Source: an optimization exercise on an open RTL-to-GDS flow (aim: small area, a short achievable clock period and few clock cycles per item). Production flows keep margins and buffers that such runs may drop. Function was checked by simulation only, so behaviour that the tests miss may differ from the original. Power and IR drop assume default switching activity.

Design wav_header_chunk_parser, start of the top module:
module wav_header_chunk_parser (
    input  logic        clk,
    input  logic        rst_n,
    input  logic        in_valid,
    output logic        in_stall,
    input  logic [7:0]  byte_value,
    input  logic        end_of_file,
    input  logic        cfg_valid,
    output logic        cfg_ready,
    input  logic [3:0]  cfg_data,
    output logic        out_valid,
    input  logic        out_stall,
    output logic        payload_valid,
    output logic [7:0]  payload_byte,
    output logic        payload_last,
    output logic [15:0] audio_format,
    output logic [15:0] num_channels,
    output logic [31:0] sample_freq,
    output logic [15:0] bits_per_sample,
    output logic [31:0] payload_size,
    output logic [2:0]  status
);
    logic [5:0]  pos_q;              
    logic        first_q;            
    logic        ph_h, ph_w, ph_p;   
    logic [2:0]  st_q;               
    logic [15:0] fmt_q, ch_q, bits_q;
  ...
Size in the first run: about 850 cells after synthesis, ~220 flip-flops, roughly 0.0096 mm^2 of cells after synthesis.
Settings: LEC_CHECK=0, ABC_AREA=1, CAP_MARGIN=20, CORE_MARGIN=2, CORE_UTILIZATION=55, CTS_CLUSTER_DIAMETER=100, CTS_CLUSTER_SIZE=25, SETUP_SLACK_MARGIN=3.4, SLEW_MARGIN=20, TNS_END_PERCENT=10; clock period 5.5 ns.
standard.sh (not shown) runs the stock make flow with config.mk's settings and CLKGATE_MAP_FILE= SYNTH_SCRIPT=/design/flow/synth_recipe.tcl, a recipe that flattens the netlist after the stock synthesis.
==> flow/flow/run.sh <==
#!/bin/bash
# Standard ORFS layout, except that the port buffers use a small buffer cell
# (buf_1) instead of the delay-buffer cell buffer_ports picks by default;
# repair_design / repair_timing still resize them where needed.
set -euo pipefail
export BUFFER_PORTS_ARGS="-buffer_cell sky130_fd_sc_hd__buf_1"
bash standard.sh > standard.log 2>&1
Testbench counts at the start, summed over its fixed seeds: cycles 34,680, items 34,664.
Edit:
Settings changed: CORE_UTILIZATION 55 to 48, SETUP_SLACK_MARGIN 3.4 to 3.3, TNS_END_PERCENT 10 to unset.
What happened: Final cell count grows by a few percent. Synthesized cell count stays the same. Sequential share of layout area rises by 0.32 points. Die area came out higher by about a fifth. Design area shrinks slightly. Global-route usage goes down by 3.5 points.

---

## pine
Another version of the RTL of wav_header_chunk_parser (not shown whole).
Size: ~790 cells after synthesis, about 210 flip-flops, ~150 I/O pins, ~9100 sq um of cells after synthesis.
==> flow/config.mk <==
export PLATFORM = sky130hd
export DESIGN_NAME = wav_header_chunk_parser
export DESIGN_NICKNAME = wav_header_chunk_parser
export VERILOG_FILES = /design/flow/design.v
export SDC_FILE = /design/flow/constraint.sdc
export NUM_CORES = 4
export LEC_CHECK = 0
export ABC_AREA = 1
export CAP_MARGIN = 20
export CORE_MARGIN = 2
export CORE_UTILIZATION = 55
export CTS_CLUSTER_DIAMETER = 100
export CTS_CLUSTER_SIZE = 25
export SETUP_SLACK_MARGIN = 3.35
export SLEW_MARGIN = 20
==> flow/constraint.sdc <==
create_clock -name core_clock -period 5.5 [get_ports {clk}]
set_input_delay 1.1000 -clock core_clock [delete_from_list [all_inputs] [get_ports {clk}]]
set_output_delay 1.1000 -clock core_clock [all_outputs]
set_load 0.01 [all_outputs]
Scripts as last shown in full above: flow/flow/run.sh
Testbench counts of pine, summed over its fixed seeds: cycles 34,680, items 34,664.
--- input diff pine..birch ---
- changing SETUP_SLACK_MARGIN from 3.35 to 3.3
- Compared with pine, birch shows count of filler cells inserted in the layout lower by 19.
- Any difference in final-layout clock-cell area share between pine and birch is small enough to ignore.
- Of the two values seen for source of the critical timing path, ch_q[0] was produced by birch and st_q[0] by pine.
- Utilization pine -> birch: down
- pine → birch: power saw a decrease; design area saw a decrease; minimum period implied by the final worst setup slack saw a decrease; wire length reported by the detailed router saw an increase.

---

RTL: one of the versions met above, not the one the previous note started from.
Size in the first run: roughly 850 cells after synthesis, ~220 flip-flops, ~150 I/O pins.
Settings: LEC_CHECK=0, ABC_AREA=1, CAP_MARGIN=20, CORE_MARGIN=2, CORE_UTILIZATION=55, CTS_CLUSTER_DIAMETER=100, CTS_CLUSTER_SIZE=25, SETUP_SLACK_MARGIN=3.3, SLEW_MARGIN=20, TNS_END_PERCENT=10; clock period 5.5 ns.
Scripts as last shown in full above: flow/flow/run.sh
Testbench counts at the start, summed over its fixed seeds: cycles 34,680, items 34,664.
Then changed:
--- a/flow/config.mk
+++ b/flow/config.mk
@@ -6,11 +6,9 @@
 export NUM_CORES = 4
 export LEC_CHECK = 0
-export ABC_AREA = 1
 export CAP_MARGIN = 20
 export CORE_MARGIN = 2
 export CORE_UTILIZATION = 55
-export CTS_CLUSTER_DIAMETER = 100
-export CTS_CLUSTER_SIZE = 25
+export CTS_CLUSTER_DIAMETER = 60
+export CTS_CLUSTER_SIZE = 30
 export SETUP_SLACK_MARGIN = 3.3
 export SLEW_MARGIN = 20
-export TNS_END_PERCENT = 10
Outcome: Sequential cell count stays the same; via count shrinks by 6.6%; area after synthesis falls by 0.94%; setup slack is about the same; utilization climbs by 1.1 points; combinational power came out lower by 26%; clock-buffer cell count drops by 2; non-clock buffer count grows by 11; wire length is lower by 7.2%; sequential share of layout area fell by 0.73 points; critical path depth rose by 6.

---

Setup of raven:
wav_header_chunk_parser again, from the RTL that the note above started with.
==> flow/design.v (excerpt) <==
module wav_header_chunk_parser (
    input  logic        clk,
    input  logic        rst_n,
    input  logic        in_valid,
    output logic        in_stall,
    input  logic [7:0]  byte_value,
    input  logic        end_of_file,
    input  logic        cfg_valid,
    output logic        cfg_ready,
    input  logic [3:0]  cfg_data,
    output logic        out_valid,
    input  logic        out_stall,
    output logic        payload_valid,
    output logic [7:0]  payload_byte,
    output logic        payload_last,
    output logic [15:0] audio_format,
    output logic [15:0] num_channels,
    output logic [31:0] sample_freq,
    output logic [15:0] bits_per_sample,
    output logic [31:0] payload_size,
    output logic [2:0]  status
);
==> flow/config.mk <==
export PLATFORM = sky130hd
export DESIGN_NAME = wav_header_chunk_parser
export DESIGN_NICKNAME = wav_header_chunk_parser
export VERILOG_FILES = /design/flow/design.v
export SDC_FILE = /design/flow/constraint.sdc
export NUM_CORES = 4
export LEC_CHECK = 0
export CAP_MARGIN = 20
export CORE_MARGIN = 2
export CORE_UTILIZATION = 65
export CTS_CLUSTER_DIAMETER = 60
export CTS_CLUSTER_SIZE = 30
export SETUP_SLACK_MARGIN = 3.3
export SLEW_MARGIN = 20
==> flow/constraint.sdc <==
create_clock -name core_clock -period 5.5 [get_ports {clk}]
set_input_delay 1.1000 -clock core_clock [delete_from_list [all_inputs] [get_ports {clk}]]
set_output_delay 1.1000 -clock core_clock [all_outputs]
set_load 0.01 [all_outputs]
Scripts as last shown in full above: flow/flow/run.sh
Testbench counts of raven, summed over its fixed seeds: cycles 34,680, items 34,664.
Modified inputs, yarrow compared to raven
Settings: setting ABC_AREA to 1 for the first time; setting PLACE_DENSITY to 0.75 for the first time; changing CTS_CLUSTER_SIZE from 30 to 25; changing CTS_CLUSTER_DIAMETER from 60 to 100; changing CORE_UTILIZATION from 65 to 55.
### Flow results
yarrow finished all stages; the layout is clean.
Path length in cells of the critical path sits lower in yarrow than in raven.
Tap cell instance count: yarrow > raven
yarrow has more setup slack than raven.
Looking at final-layout clock buffer total across yarrow and raven, the one that comes out higher is yarrow.
#### Input delta (onyx over yarrow)
Settings: putting GPL_TIMING_DRIVEN at 0 where nothing was set; clearing PLACE_DENSITY, which used to be 0.75.
### Flow results
onyx and yarrow ended up with nearly the same wire length. Row combinational group share of total power: onyx higher / yarrow lower. From yarrow to onyx the numbers moved as follows: post-layout worst setup margin lower; non-clock buffer count went up; core occupancy in the finished layout now smaller. yarrow has a lower worst slack at placement than onyx. onyx — layout net count 7 higher, yarrow as reference. yarrow -> onyx: final area decreased slightly. From yarrow to onyx the numbers moved as follows: leakage power fell about 0.8%; maximum achievable frequency has decreased.

---

wav_header_chunk_parser again, from the RTL that the note above started with.
// wav_header_chunk_parser
module wav_header_chunk_parser (
    input  logic        clk,
    input  logic        rst_n,
    input  logic        in_valid,
    output logic        in_stall,
    input  logic [7:0]  byte_value,
    input  logic        end_of_file,
    input  logic        cfg_valid,
    output logic        cfg_ready,
    input  logic [3:0]  cfg_data,
    output logic        out_valid,
    input  logic        out_stall,
    output logic        payload_valid,
    output logic [7:0]  payload_byte,
    output logic        payload_last,
    output logic [15:0] audio_format,
    output logic [15:0] num_channels,
    output logic [31:0] sample_freq,
    output logic [15:0] bits_per_sample,
    output logic [31:0] payload_size,
    output logic [2:0]  status
);
Settings: LEC_CHECK=0, ABC_AREA=1, CAP_MARGIN=20, CORE_MARGIN=2, CORE_UTILIZATION=55, CTS_CLUSTER_DIAMETER=100, CTS_CLUSTER_SIZE=25, SETUP_SLACK_MARGIN=3.15, SLEW_MARGIN=20; clock period 5.5 ns.
Scripts as last shown in full above: flow/flow/run.sh
Testbench counts at the start, summed over its fixed seeds: cycles 34,680, items 34,664.
Rerun with:
--- a/flow/config.mk
+++ b/flow/config.mk
@@ -6,10 +6,7 @@
 export NUM_CORES = 4
 export LEC_CHECK = 0
-export ABC_AREA = 1
 export CAP_MARGIN = 20
 export CORE_MARGIN = 2
 export CORE_UTILIZATION = 55
-export CTS_CLUSTER_DIAMETER = 100
-export CTS_CLUSTER_SIZE = 25
-export SETUP_SLACK_MARGIN = 3.15
+export SETUP_SLACK_MARGIN = 3.5
 export SLEW_MARGIN = 20
Outcome: Synthesized cell count fell by 14%; final area goes up by 13%; wire length goes up by 3.5%; sequential share of layout area shrinks by 7.0 points; worst hold slack gains 0.0030 ns; via count barely changes; count of clock-buffer cells in the layout goes up by 13; utilization came out higher by 8.8 points; sequential power shrinks by 6.8%.
Rerun with:
--- a/flow/config.mk
+++ b/flow/config.mk
@@ -6,7 +6,10 @@
 export NUM_CORES = 4
 export LEC_CHECK = 0
+export ABC_AREA = 1
 export CAP_MARGIN = 20
 export CORE_MARGIN = 2
 export CORE_UTILIZATION = 55
+export CTS_CLUSTER_DIAMETER = 100
+export CTS_CLUSTER_SIZE = 25
 export SETUP_SLACK_MARGIN = 3.5
 export SLEW_MARGIN = 20
What happened:
- total power is higher by about 3.3%
- worst setup slack improves by 0.12 ns
- core utilization drops by 2.9 points
- wire length rose by 3.7%
- synthesized cell count rose by about 17%
- register-to-register slack gets better by 0.24 ns
- sequential power went up by about 6%
- via count went up by 4.7%
- synthesized area went up by about 0.9%
Rerun with:
--- a/flow/config.mk
+++ b/flow/config.mk
@@ -6,5 +6,4 @@
 export NUM_CORES = 4
 export LEC_CHECK = 0
-export ABC_AREA = 1
 export CAP_MARGIN = 20
 export CORE_MARGIN = 2
@@ -12,4 +11,4 @@
 export CTS_CLUSTER_DIAMETER = 100
 export CTS_CLUSTER_SIZE = 25
-export SETUP_SLACK_MARGIN = 3.5
+export SETUP_SLACK_MARGIN = 3.3
 export SLEW_MARGIN = 20
Result:
- setup slack got worse by 0.082 ns
- fmax went down by 3.7%
- wire length went down by 11%
- core utilization went down by 4.4 points
- total power went down by 19%
- global-route usage went down by 1.4 points
Rerun with:
--- a/flow/config.mk
+++ b/flow/config.mk
@@ -9,6 +9,4 @@
 export CORE_MARGIN = 2
 export CORE_UTILIZATION = 55
-export CTS_CLUSTER_DIAMETER = 100
-export CTS_CLUSTER_SIZE = 25
 export SETUP_SLACK_MARGIN = 3.3
 export SLEW_MARGIN = 20
Routed wire length increases by 4.2%.
Total power increases by 12%.
Sequential power is about the same.
Final area increases by 4.2%.
Die area stays the same.

-- separate check: timing with driven ports --
How much do the figures lean on ideal ports? The routed layouts below were timed once more, with nothing changed but the port constraints. Step 1 (the two cells are an assumption about what drives the block):
set clk [get_ports {clk}]
set_driving_cell -lib_cell sky130_fd_sc_hd__clkbuf_16 $clk
set_driving_cell -lib_cell sky130_fd_sc_hd__buf_2 [delete_from_list [all_inputs] $clk]
Step 2 also shifts input and output timing later by t, the mid clock arrival at the registers, as if the neighbouring blocks saw the same clock. Three values: ideal, step 1, step 2; two values: the first two.
run	t, ns	setup slack, ns	worst setup path at the end	worst register clock-pin slew, ns	worst slew at a driven data input, ns
the first run of note 1	0.511	3.305 / 3.259 / 2.985	input to register	0.10 / 0.10	0.03
the second run of note 1	0.508	3.315 / 3.282 / 2.916	input to register	0.10 / 0.10	0.03
pine	0.500	3.325 / 3.282 / 2.925	input to register	0.10 / 0.10	0.03
birch	0.498	3.337 / 3.294 / 2.876	input to register	0.10 / 0.10	0.03
the first run of note 3	0.511	3.258 / 3.212 / 2.803	input to register	0.10 / 0.10	0.03
the second run of note 3	0.520	3.260 / 3.250 / 2.931	input to register	0.10 / 0.10	0.03
raven	0.512	3.214 / 3.214 / 2.830	input to register	0.10 / 0.10	0.03
yarrow	0.507	3.306 / 3.262 / 2.960	input to register	0.10 / 0.10	0.03
onyx	0.509	3.261 / 3.280 / 2.778	input to register	0.10 / 0.10	0.04
the first run of note 5	0.508	3.255 / 3.225 / 2.773	input to register	0.10 / 0.10	0.04
the second run of note 5	0.534	3.227 / 3.227 / 2.895	input to register	0.07 / 0.07	0.04
the third run of note 5	0.510	3.352 / 3.305 / 3.085	input to register	0.10 / 0.10	0.04
the fourth run of note 5	0.504	3.270 / 3.261 / 2.901	input to register	0.10 / 0.10	0.03
the fifth run of note 5	0.537	3.257 / 3.235 / 2.916	input to register	0.07 / 0.07	0.04
After both steps setup and hold are still met in every run listed. The setup slack of onyx, which loses most, moves by +0.019 ns with the drivers and by -0.483 ns with both steps.
